Context: an optimization exercise on an open-source flow, tuned for small area, a short achievable clock period and few clock cycles per item. The choices shown serve that exercise and are no tape-out recipe.
No functional check of the RTL was part of any run shown here.

--- flow/flow/run.sh ---
#!/bin/bash
# Own layout flow: the standard flow (standard.sh), with
#  - synthesis as standard.sh does it, except for the ABC mapping script
#    (flow/abc.script) used for the logic between the registers;
#  - the ORFS knobs in flow/knobs.txt added to the layout's make call.
# Registers, their names and cells are the standard synthesis's: the
# flip-flops are mapped before ABC runs and ABC does not touch them.
# Each tool's full output goes to a log file of its own in this folder.
set -euo pipefail
here=$(pwd)
fdir=$here/flow

# synthesis script: synth_recipe.tcl with ORFS's synth.tcl swapped for a copy
# whose abc call uses flow/abc.script.
sed "s#^  log_cmd abc {\*}\$abc_args#  set abc_args [lreplace \$abc_args 1 1 $fdir/abc.script]\n  log_cmd abc {*}\$abc_args#" \
  "$FLOW_HOME/scripts/synth.tcl" > "$here/own_synth.tcl"
grep -q "abc.script" "$here/own_synth.tcl"
sed "s#\$::env(SCRIPTS_DIR)/synth.tcl#$here/own_synth.tcl#" "$here/synth_recipe.tcl" > "$here/own_synth_recipe.tcl"
grep -q "own_synth.tcl" "$here/own_synth_recipe.tcl"

knobs=()
if [[ -f $fdir/knobs.txt ]]; then
  while IFS= read -r line; do
    [[ -n "$line" && "$line" != \#* ]] && knobs+=("$line")
  done < "$fdir/knobs.txt"
fi

bash standard.sh "SYNTH_SCRIPT=$here/own_synth_recipe.tcl" synth > "$here/synth.log" 2>&1
bash standard.sh "SYNTH_SCRIPT=$here/own_synth_recipe.tcl" "${knobs[@]}" finish > "$here/layout.log" 2>&1
test -f "$here/out/final.def"
--- flow/flow/abc.script ---
strash
dch
map -B 0.9
topo
stime -c
buffer -c
upsize -c
dnsize -c
--- flow/flow/knobs.txt ---
BUFFER_PORTS_ARGS=-buffer_cell sky130_fd_sc_hd__buf_1
SETUP_SLACK_MARGIN=5.5
--- flow/standard.sh ---
#!/bin/bash
# synth_recipe.tcl (not shown) runs the flow's synth.tcl, then flattens the netlist and writes it again
# the make line also repeats each setting of config.mk as NAME=value (left out here)
make -C /OpenROAD-flow-scripts/flow DESIGN_CONFIG=/design/flow/config.mk WORK_HOME=/design/flow/orfs CLKGATE_MAP_FILE= SYNTH_SCRIPT=/design/flow/synth_recipe.tcl "${@:-finish}"
--- flow/config.mk ---
export PLATFORM = sky130hd
export DESIGN_NAME = sm4Core
export DESIGN_NICKNAME = sm4Core
export VERILOG_FILES = /design/flow/design.v
export SDC_FILE = /design/flow/constraint.sdc
export NUM_CORES = 8
export LEC_CHECK = 0
export CAP_MARGIN = 20
export CORE_MARGIN = 2
export CORE_UTILIZATION = 60
export SETUP_SLACK_MARGIN = 5
export SLEW_MARGIN = 20
export TNS_END_PERCENT = 0
--- flow/constraint.sdc ---
create_clock -name core_clock -period 11.0 [get_ports {clk}]
set_input_delay 2.2000 -clock core_clock [delete_from_list [all_inputs] [get_ports {clk}]]
set_output_delay 2.2000 -clock core_clock [all_outputs]
set_load 0.01 [all_outputs]
--- flow/design.v ---
`default_nettype none
package sm4TablesPkg;
  function automatic logic [8:0] invForms(input logic [3:0] d);
    case (d)
      4'd0: invForms = 9'd0;
      4'd1: invForms = 9'd432;
      4'd2: invForms = 9'd216;
      4'd3: invForms = 9'd360;
      4'd4: invForms = 9'd27;
      4'd5: invForms = 9'd195;
      4'd6: invForms = 9'd245;
      4'd7: invForms = 9'd413;
      4'd8: invForms = 9'd45;
      4'd9: invForms = 9'd238;
      4'd10: invForms = 9'd325;
      4'd11: invForms = 9'd350;
      4'd12: invForms = 9'd54;
      4'd13: invForms = 9'd427;
      4'd14: invForms = 9'd371;
      4'd15: invForms = 9'd390;
      default: invForms = 9'd0;
    endcase
  endfunction
  function automatic logic [7:0] sbox(input logic [7:0] a);
    logic t1, t2, t3, t4, t5, t6, t7, t8, t9, t10, t11, t12;
    logic t13, t14, t15, t16, t17, t18, t19, t20, t21, t22, t23, t24;
    logic t25, t26, t27, t28, t29, t30, t31, t32, t33, t34, t35, t36;
    logic t37, t38, t39, t40, t41, t42, t43, t44, t45, t46, t47, p0;
    logic p1, p2, p3, p4, p5, p6, p7, p8, u1, u2, u3, u4;
    logic u5, u6, u7, u8, u9, u10, u11, u12, u13, u14, qh0, qs0;
    logic qh1, qs1, qh2, qs2, qh3, qs3, qh4, qs4, qh5, qs5, qh6, qs6;
    logic qh7, qs7, qh8, qs8, w1, w2, w3, w4, w5, w6, w7, w8;
    logic w9, w10, w11, w12, w13, w14, w15, w16, w17, w18, w19, w20;
    logic w21, w22, w23, w24, w25, w26, w27, w28, w29, w30, w31, w32;
    logic w33, w34, w35, w36, w37, w38, w39, w40;
    logic [3:0] d;
    logic [8:0] fd;
    t1 = a[0] ^ a[1];
    t2 = a[4] ^ a[6];
    t3 = a[2] ^ a[5];
    t4 = a[3] ^ a[7];
    t5 = t1 ^ t2;
    t6 = a[3] ^ t3;
    t7 = t3 ^ t4;
    t8 = a[2] ^ a[7];
    t9 = a[1] ^ a[3];
    t10 = a[0] ^ a[6];
    t11 = a[5] ^ t4;
    t12 = a[7] ^ t2;
    t13 = a[6] ^ t1;
    t14 = a[2] ^ a[4];
    t15 = a[0] ^ a[3];
    t16 = a[5] ^ a[7];
    t17 = a[0] ^ a[4];
    t18 = a[3] ^ a[6];
    t19 = a[4] ^ t1;
    t20 = a[0] ^ t4;
    t21 = a[3] ^ t2;
    t22 = a[2] ^ t9;
    t23 = a[7] ^ t17;
    t24 = a[0] ^ t2;
    t25 = a[2] ^ t4;
    t26 = t1 ^ t14;
    t27 = t1 ^ t3;
    t28 = t15 ^ t2;
    t29 = t3 ^ t9;
    t30 = t10 ^ t4;
    t31 = t18 ^ t3;
    t32 = a[2] ^ t5;
    t33 = a[7] ^ t5;
    t34 = a[6] ^ t7;
    t35 = a[1] ^ t7;
    t36 = t3 ^ t5;
    t37 = t16 ^ t5;
    t38 = t1 ^ t11;
    t39 = t13 ^ t8;
    t40 = t10 ^ t6;
    t41 = t12 ^ t3;
    t42 = t5 ^ t6;
    t43 = t11 ^ t5;
    t44 = t19 ^ t6;
    t45 = t24 ^ t7;
    t46 = t25 ^ t5;
    t47 = t13 ^ t6;
    p0 = ~t42 & ~t27;
    p1 = ~t8 & ~t36;
    p2 = t43 & t2;
    p3 = ~a[6] & ~t20;
    p4 = t32 & ~t28;
    p5 = ~t26 & t12;
    p6 = t44 & t35;
    p7 = ~t33 & t29;
    p8 = ~t34 & a[7];
    u1 = p2 ^ p4;
    u2 = p4 ^ p7;
    u3 = p3 ^ t46;
    u4 = p5 ^ t40;
    u5 = p3 ^ t47;
    u6 = p5 ^ t41;
    u7 = p1 ^ u3;
    u8 = p0 ^ u4;
    u9 = p6 ^ u5;
    u10 = p8 ^ u6;
    u11 = u1 ^ u7;
    u12 = u1 ^ u8;
    u13 = u2 ^ u9;
    u14 = u10 ^ u2;
    d = {u14, u13, u12, u11};
    fd = invForms(d);
    qh0 = ~t42 & fd[0];
    qs0 = t21 & fd[0];
    qh1 = ~t8 & fd[1];
    qs1 = t37 & fd[1];
    qh2 = t43 & fd[2];
    qs2 = t38 & fd[2];
    qh3 = ~a[6] & fd[3];
    qs3 = t30 & fd[3];
    qh4 = t32 & fd[4];
    qs4 = ~t22 & fd[4];
    qh5 = ~t26 & fd[5];
    qs5 = ~t39 & fd[5];
    qh6 = t44 & fd[6];
    qs6 = t23 & fd[6];
    qh7 = ~t33 & fd[7];
    qs7 = ~t45 & fd[7];
    qh8 = ~t34 & fd[8];
    qs8 = ~t31 & fd[8];
    w1 = qh3 ^ qh6;
    w2 = qh4 ^ qs2;
    w3 = qh7 ^ qs1;
    w4 = qh5 ^ qh8;
    w5 = qh2 ^ qs0;
    w6 = w1 ^ w2;
    w7 = qs6 ^ qs7;
    w8 = qs2 ^ qs3;
    w9 = qh0 ^ qh8;
    w10 = qs3 ^ qs5;
    w11 = qs7 ^ qs8;
    w12 = w3 ^ w4;
    w13 = w5 ^ w9;
    w14 = w13 ^ w6;
    w15 = qs1 ^ qs4;
    w16 = qh1 ^ qh2;
    w17 = qh6 ^ qs4;
    w18 = qh7 ^ qs0;
    w19 = qh4 ^ qs0;
    w20 = qh1 ^ qh3;
    w21 = qs6 ^ qs8;
    w22 = w2 ^ w7;
    w23 = w1 ^ w15;
    w24 = w4 ^ w8;
    w25 = w10 ^ w7;
    w26 = w16 ^ w17;
    w27 = w3 ^ w8;
    w28 = w11 ^ w18;
    w29 = w1 ^ w10;
    w30 = w19 ^ w3;
    w31 = w20 ^ w21;
    w32 = w12 ^ w5;
    w33 = w12 ^ w22;
    w34 = w23 ^ w24;
    w35 = w26 ^ w27;
    w36 = w28 ^ w6;
    w37 = w29 ^ w30;
    w38 = w11 ^ w14;
    w39 = w14 ^ w25;
    w40 = w31 ^ w32;
    sbox[0] = ~w33;
    sbox[1] = ~w34;
    sbox[2] = w39;
    sbox[3] = w35;
    sbox[4] = ~w38;
    sbox[5] = w36;
    sbox[6] = ~w37;
    sbox[7] = ~w40;
  endfunction
  function automatic logic [31:0] ck(input logic [4:0] i);
    case (i)
      5'd0: ck = 32'h00070e15;
      5'd1: ck = 32'h1c232a31;
      5'd2: ck = 32'h383f464d;
      5'd3: ck = 32'h545b6269;
      5'd4: ck = 32'h70777e85;
      5'd5: ck = 32'h8c939aa1;
      5'd6: ck = 32'ha8afb6bd;
      5'd7: ck = 32'hc4cbd2d9;
      5'd8: ck = 32'he0e7eef5;
      5'd9: ck = 32'hfc030a11;
      5'd10: ck = 32'h181f262d;
      5'd11: ck = 32'h343b4249;
      5'd12: ck = 32'h50575e65;
      5'd13: ck = 32'h6c737a81;
      5'd14: ck = 32'h888f969d;
      5'd15: ck = 32'ha4abb2b9;
      5'd16: ck = 32'hc0c7ced5;
      5'd17: ck = 32'hdce3eaf1;
      5'd18: ck = 32'hf8ff060d;
      5'd19: ck = 32'h141b2229;
      5'd20: ck = 32'h30373e45;
      5'd21: ck = 32'h4c535a61;
      5'd22: ck = 32'h686f767d;
      5'd23: ck = 32'h848b9299;
      5'd24: ck = 32'ha0a7aeb5;
      5'd25: ck = 32'hbcc3cad1;
      5'd26: ck = 32'hd8dfe6ed;
      5'd27: ck = 32'hf4fb0209;
      5'd28: ck = 32'h10171e25;
      5'd29: ck = 32'h2c333a41;
      5'd30: ck = 32'h484f565d;
      5'd31: ck = 32'h646b7279;
      default: ck = 32'h0;
    endcase
  endfunction
  localparam logic [127:0] FK = {
    32'ha3b1bac6,
    32'h56aa3350,
    32'h677d9197,
    32'hb27022dc
  };
  function automatic logic [31:0] rotl(input logic [31:0] w, input int unsigned n);
    rotl = (w << n) | (w >> (32 - n));
  endfunction
  function automatic logic [31:0] tauSub(input logic [31:0] a);
    tauSub = {sbox(a[31:24]), sbox(a[23:16]), sbox(a[15:8]), sbox(a[7:0])};
  endfunction
  function automatic logic [31:0] dataT(input logic [31:0] x);
    logic [31:0] b;
    b = tauSub(x);
    dataT = b ^ rotl(b, 2) ^ rotl(b, 10) ^ rotl(b, 18) ^ rotl(b, 24);
  endfunction
  function automatic logic [31:0] keyT(input logic [31:0] x);
    logic [31:0] b;
    b = tauSub(x);
    keyT = b ^ rotl(b, 13) ^ rotl(b, 23);
  endfunction
endpackage
`default_nettype wire
`default_nettype none
package sm4CorePkg;
  localparam int WORD_W  = 32;
  localparam int BLOCK_W = 128;
  localparam int ROUNDS  = 32;
  localparam int ROUND_W = 5;
endpackage
`default_nettype wire
`default_nettype none
import sm4CorePkg::*;
module sm4Core (
  input  wire logic                             clk,
  input  wire logic                             rst_n,
  input  wire logic                             start,
  input  wire logic                             decrypt,
  input  wire logic [sm4CorePkg::BLOCK_W-1:0]   key,
  input  wire logic [sm4CorePkg::BLOCK_W-1:0]   textIn,
  output logic [sm4CorePkg::BLOCK_W-1:0]        textOut,
  output logic                                  done
);
  localparam logic [ROUND_W-1:0] CNT_LAST = ROUND_W'(ROUNDS - 1);
  logic               busy;
  logic               spec;
  logic               hitR;
  logic               rounds;
  logic               decMode;
  logic               valid;
  logic [ROUND_W-1:0] cnt;
  logic [ROUND_W-1:0] cntNext;
  logic               accept;
  logic               missNow;
  logic               lastRound;
  logic               toRounds;
  logic               keyBack;
  logic               dataRound;
  logic               saveEnd;
  logic               keyBackNext;
  logic [BLOCK_W-1:0] keyIn;
  logic [BLOCK_W-1:0] kw;
  logic [BLOCK_W-1:0] ko;
  assign keyIn     = key ^ sm4TablesPkg::FK;
  assign accept    = start && !busy;
  assign missNow   = spec && !hitR;
  assign lastRound = busy && rounds && !spec && (cnt == '0);
  assign toRounds  = busy && !rounds && (!decMode || cnt == CNT_LAST);
  always_comb
  begin
    if (accept)
      cntNext = decrypt ? CNT_LAST : ROUND_W'(1);
    else if (!busy || lastRound || missNow)
      cntNext = '0;
    else if (rounds ? decMode : (decMode && cnt == CNT_LAST))
      cntNext = rounds ? cnt - 1'b1 : cnt;
    else
      cntNext = cnt + 1'b1;
  end
  assign keyBackNext = accept ? decrypt
                              : (busy && !lastRound && !missNow && decMode && (rounds || toRounds));
  always_ff @(posedge clk or negedge rst_n)
  begin
    if (!rst_n)
    begin
      busy      <= 1'b0;
      spec      <= 1'b0;
      hitR      <= 1'b0;
      rounds    <= 1'b0;
      decMode   <= 1'b0;
      valid     <= 1'b0;
      cnt       <= '0;
      done      <= 1'b0;
      keyBack   <= 1'b0;
      dataRound <= 1'b0;
    end
    else
    begin
      done <= lastRound;
      cnt  <= cntNext;
      spec <= accept;
      hitR <= valid && (keyIn == kw);
      keyBack   <= keyBackNext;
      dataRound <= accept || (busy && !lastRound && !missNow && (rounds || toRounds));
      if (accept)
      begin
        busy    <= 1'b1;
        rounds  <= 1'b1;
        decMode <= decrypt;
      end
      else
      begin
        if (lastRound)
        begin
          busy  <= 1'b0;
          valid <= 1'b1;
        end
        if (missNow)
          rounds <= 1'b0;
        else if (toRounds)
          rounds <= 1'b1;
      end
    end
  end
  logic [WORD_W-1:0] k0, k1, k2, k3;
  logic [WORD_W-1:0] tk;
  logic [WORD_W-1:0] e0, e1, e2, e3;
  logic              stepFwd;
  logic              stepBack;
  logic              encEnd;
  logic [WORD_W-1:0] z;
  assign {k0, k1, k2, k3} = kw;
  assign tk = sm4TablesPkg::keyT(z);
  assign encEnd   = lastRound && !decMode;
  assign stepFwd  = (accept && !decrypt) || (busy && !keyBack && !encEnd && !missNow);
  assign stepBack = busy && keyBack && !missNow;
  always_comb
  begin
    if ((accept && decrypt) || missNow || encEnd)
      {e0, e1, e2, e3} = ko;
    else if (stepFwd)
      {e0, e1, e2, e3} = {k1, k2, k3, k0};
    else if (stepBack)
      {e0, e1, e2, e3} = {k3, k0, k1, k2};
    else
      {e0, e1, e2, e3} = kw;
  end
  always_ff @(posedge clk)
    kw <= {(tk & {WORD_W{stepBack}}) ^ e0, e1, e2, (tk & {WORD_W{stepFwd}}) ^ e3};
  always_ff @(posedge clk)
    z <= (tk & {WORD_W{keyBackNext ? stepBack : stepFwd}}) ^
         (e1 ^ e2 ^ (keyBackNext ? e0 : e3) ^ sm4TablesPkg::ck(cntNext));
  assign saveEnd = busy && !missNow && (decMode ? (rounds && cnt == CNT_LAST)
                                                : (!rounds || cnt == '0));
  always_ff @(posedge clk)
  begin
    if (accept)
      ko <= keyIn;
    else if (saveEnd)
      ko <= kw;
  end
  logic [WORD_W-1:0] x0, x1, x2, x3;
  logic [WORD_W-1:0] ex0, ex1, ex2, ex3;
  logic [WORD_W-1:0] y;
  logic [WORD_W-1:0] ty;
  logic              dataStep;
  assign dataStep = dataRound && !missNow;
  assign ty = sm4TablesPkg::dataT(y);
  always_comb
  begin
    if (accept)
      {ex0, ex1, ex2, ex3} = textIn;
    else if (dataStep)
      {ex0, ex1, ex2, ex3} = {x1, x2, x3, x0};
    else
      {ex0, ex1, ex2, ex3} = {x0, x1, x2, x3};
  end
  always_ff @(posedge clk)
  begin
    {x0, x1, x2} <= {ex0, ex1, ex2};
    x3 <= (ty & {WORD_W{dataStep}}) ^ ex3;
    y  <= (ty & {WORD_W{dataStep}}) ^ (tk & {WORD_W{stepFwd}}) ^ (ex1 ^ ex2 ^ ex3 ^ e3);
  end
  assign textOut = {x3, x2, x1, x0};
endmodule
`default_nettype wire
==> results of run 1 <==
==> critical path, delay by kind of cell (launching register included) <==
family | cells | cell delay, ps
and+or+nand+nor | 26 | 3120
DFF | 1 | 690
buffers and inverters | 6 | 680
adders and majority gates | 1 | 360
xor gates and xnor gates | 1 | 280
==> registers in the layout, summed over array words and instances (netlist names), 5 cells and up <==
name	cells
ko	128
cnt	5
x0	32
kw	128
x3	32
y	32
x1	32
x2	32
z	32
==> cells by family after synthesis <==
family / synth area share
xor+xnor: 0.121
mux: 0.000214
compound gates: 0.105
fa+ha+maj: 0.0179
buf+inv: 0.0764
simple gates: 0.446
flops: 0.233
==> stage by stage <==
step / area (sq um)
after global placement: 48700
final: 50300
after global routing: 50300
after detailed placement: 48700
after floorplan: 46800
after CTS: 50200
==> worst min-delay path by stage <==
stage | depth (start not counted) | to | slack, ps
floorplan | 2 | valid | 420
finish | 1 | done | 510
global placement | 1 | done | 490
global route | 1 | done | 530
detailed placement | 1 | done | 490
CTS | 1 | done | 500
==> area by class of cell <==
| class | instances | area share |
|---|---|---|
| antenna | 6 | 0.000298 |
| clock buffer | 67 | 0.0269 |
| clock inverter | 18 | 0.00388 |
| inverter | 647 | 0.0489 |
| multi-input combinational | 6478 | 0.643 |
| sequential | 462 | 0.217 |
| tap | 1040 | 0.0259 |
| timing repair buffer | 412 | 0.0334 |
==> synth_stat cells (all sizes together), types with 2 or more instances <==
master,number
nand2,3730
nand3,673
inv,636
o21ai,445
nor2,430
xor2,338
dfxtp,288
xnor2,282
edfxtp,160
clkbuf,157
a21oi,120
o211ai,97
buf,85
a31oi,67
ha,67
nand4,45
o22ai,45
nand3b,28
a221oi,27
dfrtp,14
o31ai,14
nor3,12
clkinv,11
or2,10
nor4,9
a22oi,7
o2111ai,6
o221ai,5
o311ai,5
o22a,4
a211oi,3
a21boi,2
and2,2
==> timing repair <==
| item | 4_1_cts | 5_1_grt |
|---|---|---|
| hold endpoints to repair | 0 | 0 |
| hold buffers | 0 | 0 |
| gates resized for setup | 0 | 15 |
| setup endpoints to repair | 0 | 69 |
==> metal layers <==
layer,share of wire,routed length [um],track usage
met5,0.000055,10,0
met4,0.069,12500,0.247
met3,0.12,21800,0.0949
met2,0.42,76000,0.659
met1,0.39,69900,0.559
==> out/summary.txt, run 1 <==
status: no timing/DRC/antenna violations
delay of the slowest critical-path stage: 690 ps
most common cell after layout, fill and taps aside: nand2_1
area of the multi-input gates: 32400 sq um
placer congestion estimate: 1.03
Die Area: 80200 sq um
core area: 77300 sq um
most frequent cells in the layout: nand2_1 (3463), nand3_1 (636), inv_1 (535)
Synthesized Nets: 8156
leading area contributor after synthesis: nand2_1
crit end category: flop
Cells after Synth: 7829
largest net degree at the start of global routing: 181
Peak Freq: 0.188 GHz
Final Hold Viols: 0
Syn-to-layout area delta: 7.53%
average via count per standard cell: 5.80
TritonCTS buffer count: 46
dominant cells by area after synthesis: nand2_1 (28%), dfxtp_1 (12%), edfxtp_1 (10%)
hold slack: 510 ps
PortBufs: 388
Final Core Density: 0.650
crit path from: y[15]
relative slew slack: 0.250
worst reg2reg path endpoint: y[8]
final setup margin: 5670 ps
R2R depth: 34
Req. time, crit path: 11440 ps
total negative slack: 0 ps
Layout fillers: 7462
total clock sinks: 462
Layout Nets: 8374
Mapped Area: 46800 sq um
Placed Instances: 9038
Die Y: 283 um
GRT Residual Overflow: 0
Die Wd: 283 um
total routed wirelength: 180 mm
Clock Pin Slew Worst Setup and Hold Paths: 80 ps
Post-DP HPWL: 144 mm
# DRC: 0
DR vias: 52917
vias in the first global route: 47104
register area: 10900 sq um
post-route insts no fill: 9130
worst min path class: reg -> reg
Initial Util: 0.605
share of layout cells above drive strength 1: 0.0722
worst slew pin tran: 1120 ps
RSZ-0062 raised after global routing: yes
first-pass GRT wire length: 272 mm
startpoint types: flop
Global Route Usage Sum: 0.430
Hold Path Origin: spec
initial antenna violation count: 9
Syn Area/Cell: 5.98 sq um
prevailing post-synth register cell: dfxtp_1
min Tclk post-route: 5330 ps
Worst Path Max Fanout: 8
reg-to-reg setup timing slack: 5670 ps
ys async rst share: 0.0303
Detailed Route Iter0 Violations: 6466
clock latency (worst-skew pair): 590 ps
Seq/Total Area, Yosys: 0.233
crit share post-route: 0.484
First-pass DRT Iterations: 7
routed len/inst: 19.7 um
post-route ant nets: 0
clk buf depth: 3
root buffer cell: clkbuf_16
critical path endpoint: y[8]
clock skew: 29.9 ps
Max Cap Viol: 0
Crit Path Class: reg -> reg
EDFF count, synth: 160
Netlist cell types: 65
Cell Rows: 102
CP max stage cell: dfxtp_1
Ports: 389
R2R Path Start: y[15]
final setup violation count: 0
Yosys Warn Count: 1
Seq cells post-synth: 462
setup repair bufs after CTS: 0
Worst Path Arrival: 5770 ps
pre-CTS setup slack: 5170 ps
number of H-tree levels: 2
CTS tree: yes
max-slew violations: 0
share of the synthesized area in the top cell type: 0.278
Crit path top cell by count: nand2_1
==> inputs of run 2 (changes only) <==
==> flow/flow/run.sh (replaced) <==
#!/bin/bash
# Own layout flow: the standard flow (standard.sh) with two changes.
#  - Synthesis is the standard one except for the ABC script that maps the
#    logic between the registers: flow/abc.script (ORFS's area script, a
#    delay-driven map with area recovery) instead of the speed script.
#    The flip-flops are mapped before ABC runs and ABC does not touch them,
#    so registers, their names and cells are the standard synthesis's.
#  - flow/knobs.txt adds ORFS variables to the make calls: the port buffers
#    are buf_1 cells (every port still gets one), and the timing repair
#    aims at a larger setup margin. The clock and constraints are the standard flow's.
# Each tool's full output goes to a log file of its own in this folder
# (synth.log, layout.log, and ORFS's own logs under orfs/logs).
set -euo pipefail
here=$(pwd)
fdir=$here/flow

# synthesis script: synth_recipe.tcl with ORFS's synth.tcl swapped for a copy
# whose abc call uses flow/abc.script.
sed "s#^  log_cmd abc {\*}\$abc_args#  set abc_args [lreplace \$abc_args 1 1 $fdir/abc.script]\n  log_cmd abc {*}\$abc_args#" \
  "$FLOW_HOME/scripts/synth.tcl" > "$here/own_synth.tcl"
grep -q "abc.script" "$here/own_synth.tcl"
sed "s#\$::env(SCRIPTS_DIR)/synth.tcl#$here/own_synth.tcl#" "$here/synth_recipe.tcl" > "$here/own_synth_recipe.tcl"
grep -q "own_synth.tcl" "$here/own_synth_recipe.tcl"

knobs=()
if [[ -f $fdir/knobs.txt ]]; then
  while IFS= read -r line; do
    [[ -n "$line" && "$line" != \#* ]] && knobs+=("$line")
  done < "$fdir/knobs.txt"
fi

bash standard.sh "SYNTH_SCRIPT=$here/own_synth_recipe.tcl" "${knobs[@]}" synth > "$here/synth.log" 2>&1
bash standard.sh "SYNTH_SCRIPT=$here/own_synth_recipe.tcl" "${knobs[@]}" finish > "$here/layout.log" 2>&1
test -f "$here/out/final.def"
==> flow/flow/knobs.txt (replaced) <==
BUFFER_PORTS_ARGS=-buffer_cell sky130_fd_sc_hd__buf_1
SETUP_SLACK_MARGIN=6.5
==> out/summary.txt, run 2 <==
Worst Path Arrival: 5110 ps (-660 ps)
Initial Util: 0.605 (unchanged)
relative slew slack: 0.144 (-0.107)
DR vias: 54017 (+2.1%)
average via count per standard cell: 5.87 (+1.2%)
Die Wd: 283 um (unchanged)
most frequent cells in the layout: nand2_1 (3259), nand3_1 (580), inv_1 (514)
Ports: 389 (unchanged)
worst min path class: reg -> reg
Cell Rows: 102 (unchanged)
Netlist cell types: 65 (unchanged)
Syn Area/Cell: 5.98 sq um (unchanged)
Clock Pin Slew Worst Setup and Hold Paths: 70 ps (about the same)
Die Area: 80200 sq um (unchanged)
Yosys Warn Count: 1 (unchanged)
clock skew: 29.6 ps (-0.311 ps)
# DRC: 0 (unchanged)
TritonCTS buffer count: 46 (unchanged)
vias in the first global route: 47349 (+0.52%)
Cells after Synth: 7829 (unchanged)
Seq cells post-synth: 462 (unchanged)
total routed wirelength: 187 mm (+3.7%)
Syn-to-layout area delta: 13.9%
initial antenna violation count: 4 (-5)
Mapped Area: 46800 sq um (unchanged)
cell with the most instances after synthesis: nand2_1
ys async rst share: 0.0303 (unchanged)
PortBufs: 388 (unchanged)
largest net degree at the start of global routing: 104 (-43%)
Die Y: 283 um (unchanged)
Detailed Route Iter0 Violations: 7012 (+8.4%)
post-route ant nets: 0 (unchanged)
number of H-tree levels: 2 (unchanged)
crit end category: flop
Hold Crit Depth: 1 (unchanged)
Largest regs: ko: 128 flops, kw: 128 flops
Final Core Density: 0.689 (+0.0387)
Req. time, crit path: 11430 ps (about the same)
hold slack: 517 ps (+6.12 ps)
R2R depth: 31 (-8.8%)
core area: 77300 sq um (unchanged)
Global Route Usage Sum: 0.434 (+0.00378)
Post-DP HPWL: 143 mm (-0.36%)
post-route insts no fill: 9210 (+0.88%)
RSZ-0062 raised after global routing: yes
total negative slack: 0 ps (unchanged)
min Tclk post-route: 4680 ps (-651 ps)
CTS Hold Bufs: 0 (unchanged)
dominant cells by area after synthesis: nand2_1 (28%), dfxtp_1 (12%), edfxtp_1 (10%)
CTS tree: yes
leading area contributor after synthesis: nand2_1
Synthesized Nets: 8156 (unchanged)
most common cell after layout, fill and taps aside: nand2_1
placer congestion estimate: 1.06 (+2.3%)
root buffer cell: clkbuf_16
total clock sinks: 462 (unchanged)
synth cell count leaders: nand2_1 (3468), nand3_1 (637), inv_1 (538), o21ai_0 (434), nor2_1 (402)
max-slew violations: 0 (unchanged)
clock latency (worst-skew pair): 600 ps (about the same)
startpoint types: primary input
routed len/inst: 20.3 um (+2.8%)
final setup violation count: 0 (unchanged)
worst slew pin tran: 1270 ps (+154 ps)
First-pass DRT Iterations: 7 (unchanged)
Layout Nets: 8456 (+0.98%)
GRT Residual Overflow: 0 (unchanged)
share of layout cells above drive strength 1: 0.133 (+0.0607)
Worst Path Max Fanout: 2 (-6)
Peak Freq: 0.214 GHz (+14%)
crit share post-route: 0.425 (-0.0592)
prevailing post-synth register cell: dfxtp_1
share of the synthesized area in the top cell type: 0.278 (unchanged)
Placed Instances: 9042 (+0.044%)
clk buf depth: 3 (unchanged)
Seq/Total Area, Yosys: 0.233 (unchanged)
EDFF count, synth: 160 (unchanged)
status: no timing/DRC/antenna violations
Crit Path Class: in -> reg
first-pass GRT wire length: 274 mm (+0.56%)
Final Hold Viols: 0 (unchanged)
Max Cap Viol: 0 (unchanged)
==> run 2: per-stage QoR <==
step	cell area (sq um)	worst slack [ps]
finish	53300	6320
global route	53300	6300
CTS	50800	6310
detailed placement	48700	5110
global placement	48700	5190
floorplan	46800	6510
==> run 2: logic make-up after synthesis <==
group | Yosys count | share of synthesized area
compound gates | 848 | 0.105
xor+xnor | 620 | 0.121
fa+ha+maj | 67 | 0.0179
buf+inv | 889 | 0.0764
flops | 462 | 0.233
mux | 1 | 0.000214
simple gates | 4942 | 0.446
==> run 2: final cells by class <==
type | instances | area [sq um]
Multi-Input combinational cell | 6478 | 34300
Sequential cell | 462 | 11100
Antenna cell | 3 | 7.51
Timing Repair Buffer | 494 | 2540
Clock buffer | 65 | 1340
Fill cell | 7171 | 24000
Tap cell | 1040 | 1300
Clock inverter | 21 | 240
Inverter | 647 | 2500
==> run 2: final timing paths <==
kind,start,end,slack (ps)
max reg2reg,z[22],y[2],6570
max in group asynchronous,rst_n,cnt[3],8830
min in group asynchronous,rst_n,spec,1670
min reg2reg,spec,done,520
max,key[60],hitR,6320
min,spec,done,520
==> run 2: critical path, cell delays in order <==
cell and delay [ps]:
buf_1 340, xnor2_1 250, nand2_1 240, a221oi_1 780
nand4_1 360, nor4_1 260, nand4_1 140, nor4_2 540
==> run 2: routing by layer <==
metal / share of wire / routed length, um / vias to the layer above / GRT usage
met3: 0.13 / 23700 / 665 / 0.107
met2: 0.42 / 78000 / 3275 / 0.650
met4: 0.076 / 14200 / 0 / 0.275
li1: - / - / 25564 / -
met5: 0 / 0 / - / 0
met1: 0.38 / 71100 / 24513 / 0.559
==> run 2: repair_timing <==
action | CTS | global route
pin swaps | 3 | 53
cloned | 2 | 3
setup endpoints to repair | 192 | 161
resized for setup | 122 | 498
buffers inserted | 7 | 65
==> inputs of run 3 (changes only) <==
--- a/flow/design.v
+++ b/flow/design.v
@@ -6,18 +6,18 @@
       4'd1: invForms = 9'd432;
       4'd2: invForms = 9'd216;
       4'd3: invForms = 9'd360;
-      4'd4: invForms = 9'd27;
-      4'd5: invForms = 9'd195;
-      4'd6: invForms = 9'd245;
-      4'd7: invForms = 9'd413;
-      4'd8: invForms = 9'd45;
-      4'd9: invForms = 9'd238;
-      4'd10: invForms = 9'd325;
-      4'd11: invForms = 9'd350;
-      4'd12: invForms = 9'd54;
-      4'd13: invForms = 9'd427;
-      4'd14: invForms = 9'd371;
-      4'd15: invForms = 9'd390;
+      4'd4: invForms = 9'd45;
+      4'd5: invForms = 9'd325;
+      4'd6: invForms = 9'd427;
+      4'd7: invForms = 9'd371;
+      4'd8: invForms = 9'd54;
+      4'd9: invForms = 9'd413;
+      4'd10: invForms = 9'd390;
+      4'd11: invForms = 9'd245;
+      4'd12: invForms = 9'd27;
+      4'd13: invForms = 9'd350;
+      4'd14: invForms = 9'd238;
+      4'd15: invForms = 9'd195;
       default: invForms = 9'd0;
     endcase
   endfunction
@@ -27,12 +27,12 @@
     logic t25, t26, t27, t28, t29, t30, t31, t32, t33, t34, t35, t36;
     logic t37, t38, t39, t40, t41, t42, t43, t44, t45, t46, t47, p0;
     logic p1, p2, p3, p4, p5, p6, p7, p8, u1, u2, u3, u4;
-    logic u5, u6, u7, u8, u9, u10, u11, u12, u13, u14, qh0, qs0;
-    logic qh1, qs1, qh2, qs2, qh3, qs3, qh4, qs4, qh5, qs5, qh6, qs6;
-    logic qh7, qs7, qh8, qs8, w1, w2, w3, w4, w5, w6, w7, w8;
-    logic w9, w10, w11, w12, w13, w14, w15, w16, w17, w18, w19, w20;
-    logic w21, w22, w23, w24, w25, w26, w27, w28, w29, w30, w31, w32;
-    logic w33, w34, w35, w36, w37, w38, w39, w40;
+    logic u5, u6, u7, u8, u9, u10, u11, u12, u13, u14, u15, qh0;
+    logic qs0, qh1, qs1, qh2, qs2, qh3, qs3, qh4, qs4, qh5, qs5, qh6;
+    logic qs6, qh7, qs7, qh8, qs8, w1, w2, w3, w4, w5, w6, w7;
+    logic w8, w9, w10, w11, w12, w13, w14, w15, w16, w17, w18, w19;
+    logic w20, w21, w22, w23, w24, w25, w26, w27, w28, w29, w30, w31;
+    logic w32, w33, w34, w35, w36, w37, w38, w39, w40;
     logic [3:0] d;
     logic [8:0] fd;
     t1 = a[0] ^ a[1];
@@ -44,108 +44,109 @@
     t7 = t3 ^ t4;
     t8 = a[2] ^ a[7];
     t9 = a[1] ^ a[3];
-    t10 = a[0] ^ a[6];
-    t11 = a[5] ^ t4;
-    t12 = a[7] ^ t2;
-    t13 = a[6] ^ t1;
-    t14 = a[2] ^ a[4];
-    t15 = a[0] ^ a[3];
-    t16 = a[5] ^ a[7];
+    t10 = a[5] ^ a[7];
+    t11 = a[0] ^ a[6];
+    t12 = a[5] ^ t4;
+    t13 = a[4] ^ t1;
+    t14 = a[7] ^ t2;
+    t15 = a[2] ^ a[4];
+    t16 = a[0] ^ a[3];
     t17 = a[0] ^ a[4];
     t18 = a[3] ^ a[6];
-    t19 = a[4] ^ t1;
+    t19 = a[1] ^ a[4];
     t20 = a[0] ^ t4;
     t21 = a[3] ^ t2;
-    t22 = a[2] ^ t9;
-    t23 = a[7] ^ t17;
-    t24 = a[0] ^ t2;
-    t25 = a[2] ^ t4;
-    t26 = t1 ^ t14;
+    t22 = a[6] ^ t1;
+    t23 = a[2] ^ t9;
+    t24 = a[7] ^ t17;
+    t25 = a[0] ^ t2;
+    t26 = t1 ^ t15;
     t27 = t1 ^ t3;
-    t28 = t15 ^ t2;
+    t28 = t16 ^ t2;
     t29 = t3 ^ t9;
-    t30 = t10 ^ t4;
+    t30 = t11 ^ t4;
     t31 = t18 ^ t3;
-    t32 = a[2] ^ t5;
-    t33 = a[7] ^ t5;
+    t32 = t10 ^ t19;
+    t33 = a[2] ^ t5;
     t34 = a[6] ^ t7;
-    t35 = a[1] ^ t7;
-    t36 = t3 ^ t5;
-    t37 = t16 ^ t5;
-    t38 = t1 ^ t11;
-    t39 = t13 ^ t8;
-    t40 = t10 ^ t6;
-    t41 = t12 ^ t3;
-    t42 = t5 ^ t6;
-    t43 = t11 ^ t5;
-    t44 = t19 ^ t6;
-    t45 = t24 ^ t7;
-    t46 = t25 ^ t5;
-    t47 = t13 ^ t6;
-    p0 = ~t42 & ~t27;
-    p1 = ~t8 & ~t36;
-    p2 = t43 & t2;
+    t35 = a[7] ^ t5;
+    t36 = a[1] ^ t7;
+    t37 = t3 ^ t5;
+    t38 = t1 ^ t12;
+    t39 = t10 ^ t5;
+    t40 = t22 ^ t8;
+    t41 = t11 ^ t6;
+    t42 = t13 ^ t4;
+    t43 = t14 ^ t3;
+    t44 = t5 ^ t6;
+    t45 = t12 ^ t5;
+    t46 = t13 ^ t6;
+    t47 = t25 ^ t7;
+    p0 = ~t44 & ~t27;
+    p1 = t45 & t2;
+    p2 = ~t8 & ~t37;
     p3 = ~a[6] & ~t20;
-    p4 = t32 & ~t28;
-    p5 = ~t26 & t12;
-    p6 = t44 & t35;
-    p7 = ~t33 & t29;
-    p8 = ~t34 & a[7];
-    u1 = p2 ^ p4;
-    u2 = p4 ^ p7;
-    u3 = p3 ^ t46;
-    u4 = p5 ^ t40;
-    u5 = p3 ^ t47;
-    u6 = p5 ^ t41;
-    u7 = p1 ^ u3;
-    u8 = p0 ^ u4;
-    u9 = p6 ^ u5;
-    u10 = p8 ^ u6;
-    u11 = u1 ^ u7;
-    u12 = u1 ^ u8;
-    u13 = u2 ^ u9;
-    u14 = u10 ^ u2;
-    d = {u14, u13, u12, u11};
+    p4 = ~t26 & t14;
+    p5 = t33 & ~t28;
+    p6 = t46 & t36;
+    p7 = ~t34 & a[7];
+    p8 = ~t35 & t29;
+    u1 = p3 ^ p4;
+    u2 = p4 ^ t41;
+    u3 = p4 ^ t43;
+    u4 = p0 ^ t32;
+    u5 = p6 ^ t42;
+    u6 = p2 ^ u1;
+    u7 = p0 ^ p1;
+    u8 = p5 ^ u2;
+    u9 = p7 ^ u1;
+    u10 = p5 ^ p7;
+    u11 = p8 ^ u3;
+    u12 = u4 ^ u6;
+    u13 = u7 ^ u8;
+    u14 = u5 ^ u9;
+    u15 = u10 ^ u11;
+    d = {u15, u14, u13, u12};
     fd = invForms(d);
-    qh0 = ~t42 & fd[0];
+    qh0 = ~t44 & fd[0];
     qs0 = t21 & fd[0];
-    qh1 = ~t8 & fd[1];
-    qs1 = t37 & fd[1];
-    qh2 = t43 & fd[2];
-    qs2 = t38 & fd[2];
+    qh1 = t45 & fd[1];
+    qs1 = t38 & fd[1];
+    qh2 = ~t8 & fd[2];
+    qs2 = t39 & fd[2];
     qh3 = ~a[6] & fd[3];
     qs3 = t30 & fd[3];
-    qh4 = t32 & fd[4];
-    qs4 = ~t22 & fd[4];
-    qh5 = ~t26 & fd[5];
-    qs5 = ~t39 & fd[5];
-    qh6 = t44 & fd[6];
-    qs6 = t23 & fd[6];
-    qh7 = ~t33 & fd[7];
-    qs7 = ~t45 & fd[7];
-    qh8 = ~t34 & fd[8];
-    qs8 = ~t31 & fd[8];
+    qh4 = ~t26 & fd[4];
+    qs4 = ~t40 & fd[4];
+    qh5 = t33 & fd[5];
+    qs5 = ~t23 & fd[5];
+    qh6 = t46 & fd[6];
+    qs6 = t24 & fd[6];
+    qh7 = ~t34 & fd[7];
+    qs7 = ~t31 & fd[7];
+    qh8 = ~t35 & fd[8];
+    qs8 = ~t47 & fd[8];
     w1 = qh3 ^ qh6;
-    w2 = qh4 ^ qs2;
-    w3 = qh7 ^ qs1;
-    w4 = qh5 ^ qh8;
-    w5 = qh2 ^ qs0;
+    w2 = qh5 ^ qs1;
+    w3 = qh8 ^ qs2;
+    w4 = qh4 ^ qh7;
+    w5 = qh1 ^ qs0;
     w6 = w1 ^ w2;
-    w7 = qs6 ^ qs7;
-    w8 = qs2 ^ qs3;
-    w9 = qh0 ^ qh8;
-    w10 = qs3 ^ qs5;
+    w7 = qs6 ^ qs8;
+    w8 = qs1 ^ qs3;
+    w9 = qh0 ^ qh7;
+    w10 = qs3 ^ qs4;
     w11 = qs7 ^ qs8;
     w12 = w3 ^ w4;
     w13 = w5 ^ w9;
     w14 = w13 ^ w6;
-    w15 = qs1 ^ qs4;
+    w15 = qs2 ^ qs5;
     w16 = qh1 ^ qh2;
-    w17 = qh6 ^ qs4;
-    w18 = qh7 ^ qs0;
-    w19 = qh4 ^ qs0;
-    w20 = qh1 ^ qh3;
-    w21 = qs6 ^ qs8;
+    w17 = qh6 ^ qs5;
+    w18 = qh8 ^ qs0;
+    w19 = qh5 ^ qs0;
+    w20 = qh2 ^ qh3;
+    w21 = qs6 ^ qs7;
     w22 = w2 ^ w7;
     w23 = w1 ^ w15;
     w24 = w4 ^ w8;
==> out/summary.txt, run 3 <==
DR vias: 54883 (+1.6%)
Syn Area/Cell: 6.04 sq um (+1.0%)
crit end category: flop
placer congestion estimate: 1.11 (+4.7%)
TritonCTS buffer count: 45 (-2.2%)
Detailed Route Iter0 Violations: 7110 (+1.4%)
hold slack: 514 ps (-2.50 ps)
share of the synthesized area in the top cell type: 0.270 (-0.00798)
Layout Nets: 8514 (+0.69%)
root buffer cell: clkbuf_16
worst slew pin tran: 1150 ps (-118 ps)
clk buf depth: 3 (unchanged)
leading area contributor after synthesis: nand2_1
PortBufs: 388 (unchanged)
Ports: 389 (unchanged)
max-slew violations: 0 (unchanged)
total routed wirelength: 196 mm (+4.7%)
post-route insts no fill: 9291 (+0.88%)
Cells after Synth: 7917 (+1.1%)
Seq cells post-synth: 462 (unchanged)
GRT Residual Overflow: 0 (unchanged)
RSZ-0062 raised after global routing: yes
most frequent cells in the layout: nand2_1 (3345), nand3_1 (606), inv_1 (472)
final setup violation count: 0 (unchanged)
min Tclk post-route: 4550 ps (-128 ps)
Worst Path Arrival: 5010 ps (-100 ps)
initial antenna violation count: 6 (+2)
share of layout cells above drive strength 1: 0.139 (+0.00636)
First-pass DRT Iterations: 9 (+2)
Area after DPL: 49600 sq um (+1.9%)
total negative slack: 0 ps (unchanged)
Die Wd: 286 um (+1.1%)
Netlist cell types: 67 (+3.1%)
Syn-to-layout area delta: 12.0%
dominant cells by area after synthesis: nand2_1 (27%), dfxtp_1 (12%), edfxtp_1 (10%)
Initial Util: 0.606 (+0.00118)
ys async rst share: 0.0303 (unchanged)
synth cell count leaders: nand2_1 (3442), nand3_1 (638), inv_1 (480), o21ai_0 (428), nor2_1 (356)
clock skew: 15.2 ps (-14.4 ps)
worst min path class: reg -> reg
largest net degree at the start of global routing: 129 (+24%)
most common cell after layout, fill and taps aside: nand2_1
Yosys Warn Count: 1 (unchanged)
Die Area: 81900 sq um (+2.1%)
Max Cap Viol: 0 (unchanged)
core area: 78900 sq um (+2.0%)
# DRC: 0 (unchanged)
CTS tree: yes
first-pass GRT wire length: 287 mm (+4.7%)
Crit Path Class: in -> reg
average via count per standard cell: 5.91 (+0.72%)
Die Y: 286 um (+1.1%)
Final Hold Viols: 0 (unchanged)
startpoint types: primary input
cell with the most instances after synthesis: nand2_1
status: no timing/DRC/antenna violations
Placed Instances: 9130 (+0.97%)
Post-DP HPWL: 150 mm (+5.1%)
Req. time, crit path: 11460 ps (+30 ps)
number of H-tree levels: 2 (unchanged)
Seq/Total Area, Yosys: 0.228 (-0.00498)
EDFF count, synth: 160 (unchanged)
Clock Pin Slew Worst Setup and Hold Paths: 60 ps (about the same)
clock latency (worst-skew pair): 580 ps (-20 ps)
R2R depth: 32 (+3.2%)
routed len/inst: 21.1 um (+3.8%)
post-route ant nets: 0 (unchanged)
crit share post-route: 0.413 (-0.0117)
vias in the first global route: 48054 (+1.5%)
relative slew slack: 0.224 (+0.0802)
total clock sinks: 462 (unchanged)
Peak Freq: 0.220 GHz (+2.8%)
Hold Crit Depth: 1 (unchanged)
Global Route Usage Sum: 0.453 (+0.0187)
Largest regs: ko: 128 flops, kw: 128 flops
Cell Rows: 103 (+0.98%)
Worst Path Max Fanout: 57 (+55)
prevailing post-synth register cell: dfxtp_1
Mapped Area: 47800 sq um (+2.2%)
post-layout instance area: 53500 sq um (+0.43%)
Synthesized Nets: 8234 (+0.96%)
[run 3: cell count changes after synthesis, sizes merged, moves of 10 or more]
cell	delta
nor2	-22
nand2	+102
a21oi	-30
nand3b	+15
o31ai	-14
nand3	+43
xor2	-15
ha	-10
nand4	-12
a31oi	+26
[run 3: what timing repair did]
item | CTS | global route
setup buffers | 3 | 54
hold buffers | 0 | 0
gates resized for setup | 98 | 293
gates cloned | 10 | 2
setup endpoints to repair | 209 | 160
pin swaps | 3 | 26
[run 3: layout make-up]
cell class / instances / area, sq um
multi-input cells: 6561 / 34300
fillers: 7262 / 25300
flip-flops and latches: 462 / 11100
repair buffers: 480 / 2550
inverters: 646 / 2540
well taps: 1050 / 1310
clock buffers: 60 / 1270
clock inverters: 22 / 372
diodes: 9 / 22.5
repair inverters: 1 / 5.00
[run 3: cells by family after synthesis]
family,count (synthesis),share of synthesized area
flops,462,0.228
buf+inv,896,0.0781
compound gates,826,0.100
mux,1,0.000209
simple gates,5067,0.463
xor+xnor,608,0.115
fa+ha+maj,57,0.0149
[run 3: through the flow]
stage | setup WS [ps] | util
4_1_cts | 6390 | 0.657
3_3_place_gp | 4440 | 0.629
2_1_floorplan | 6480 | -
6_report | 6450 | 0.679
5_1_grt | 6380 | 0.678
3_5_place_dp | 4360 | 0.629
[run 3: worst paths after layout]
path                          end  slack (ps)   from
hold / removal               done         510   spec
setup / recovery            y[22]        6450  start
max in group asynchronous  cnt[3]        8860  rst_n
hold reg to reg              done         510   spec
setup reg to reg            y[25]        6640   y[4]
min in group asynchronous   valid        1660  rst_n
[run 3: per-layer routing]
metal,track usage,up-vias,wire (um)
met5,0,-,0
met4,0.291,0,15400
met3,0.113,697,26600
met2,0.653,3438,78900
met1,0.602,24873,74800
li1,-,25875,-
[run 3: worst max-delay path, stage by stage]
cell	delay, ps
clkbuf_4	190
nand2_8	130
buf_6	340
buf_6	400
nor2_1	120
a31oi_1	230
xnor2_1	190
xor2_1	400
xor2_1	280
inv_1	60
nand4_1	100
nand2_1	140
xor2_1	180

afterwards: timing with drivers on the ports:
How much do the figures lean on ideal ports? The routed layouts below were timed once more, with nothing changed but the port constraints.
Step 1 (the two cells are an assumption about what drives the block):
set clk [get_ports {clk}]
set_driving_cell -lib_cell sky130_fd_sc_hd__clkbuf_16 $clk
set_driving_cell -lib_cell sky130_fd_sc_hd__buf_2 [delete_from_list [all_inputs] $clk]
Step 2, shift: input delay + t, output delay - t, t = (earliest + latest rising clock arrival at the registers) / 2. This alone moves slack from input paths to output paths.
Slacks: ideal / step 1 / step 2; pairs: ideal / step 1.
run | shift t [ns] | setup WS [ns] | hold WS [ns]
run 1 | 0.639 | 5.674 / 5.674 / 5.103 | 0.510 / 0.510 / 0.510
run 2 | 0.644 | 6.325 / 6.363 / 5.719 | 0.517 / 0.517 / 0.517
run 3 | 0.637 | 6.453 / 6.493 / 5.855 | 0.514 / 0.514 / 0.514
After both steps every run listed still meets setup and hold. The setup slack of run 2, which loses most, moves by +0.038 ns with the drivers and by -0.606 ns with both steps.
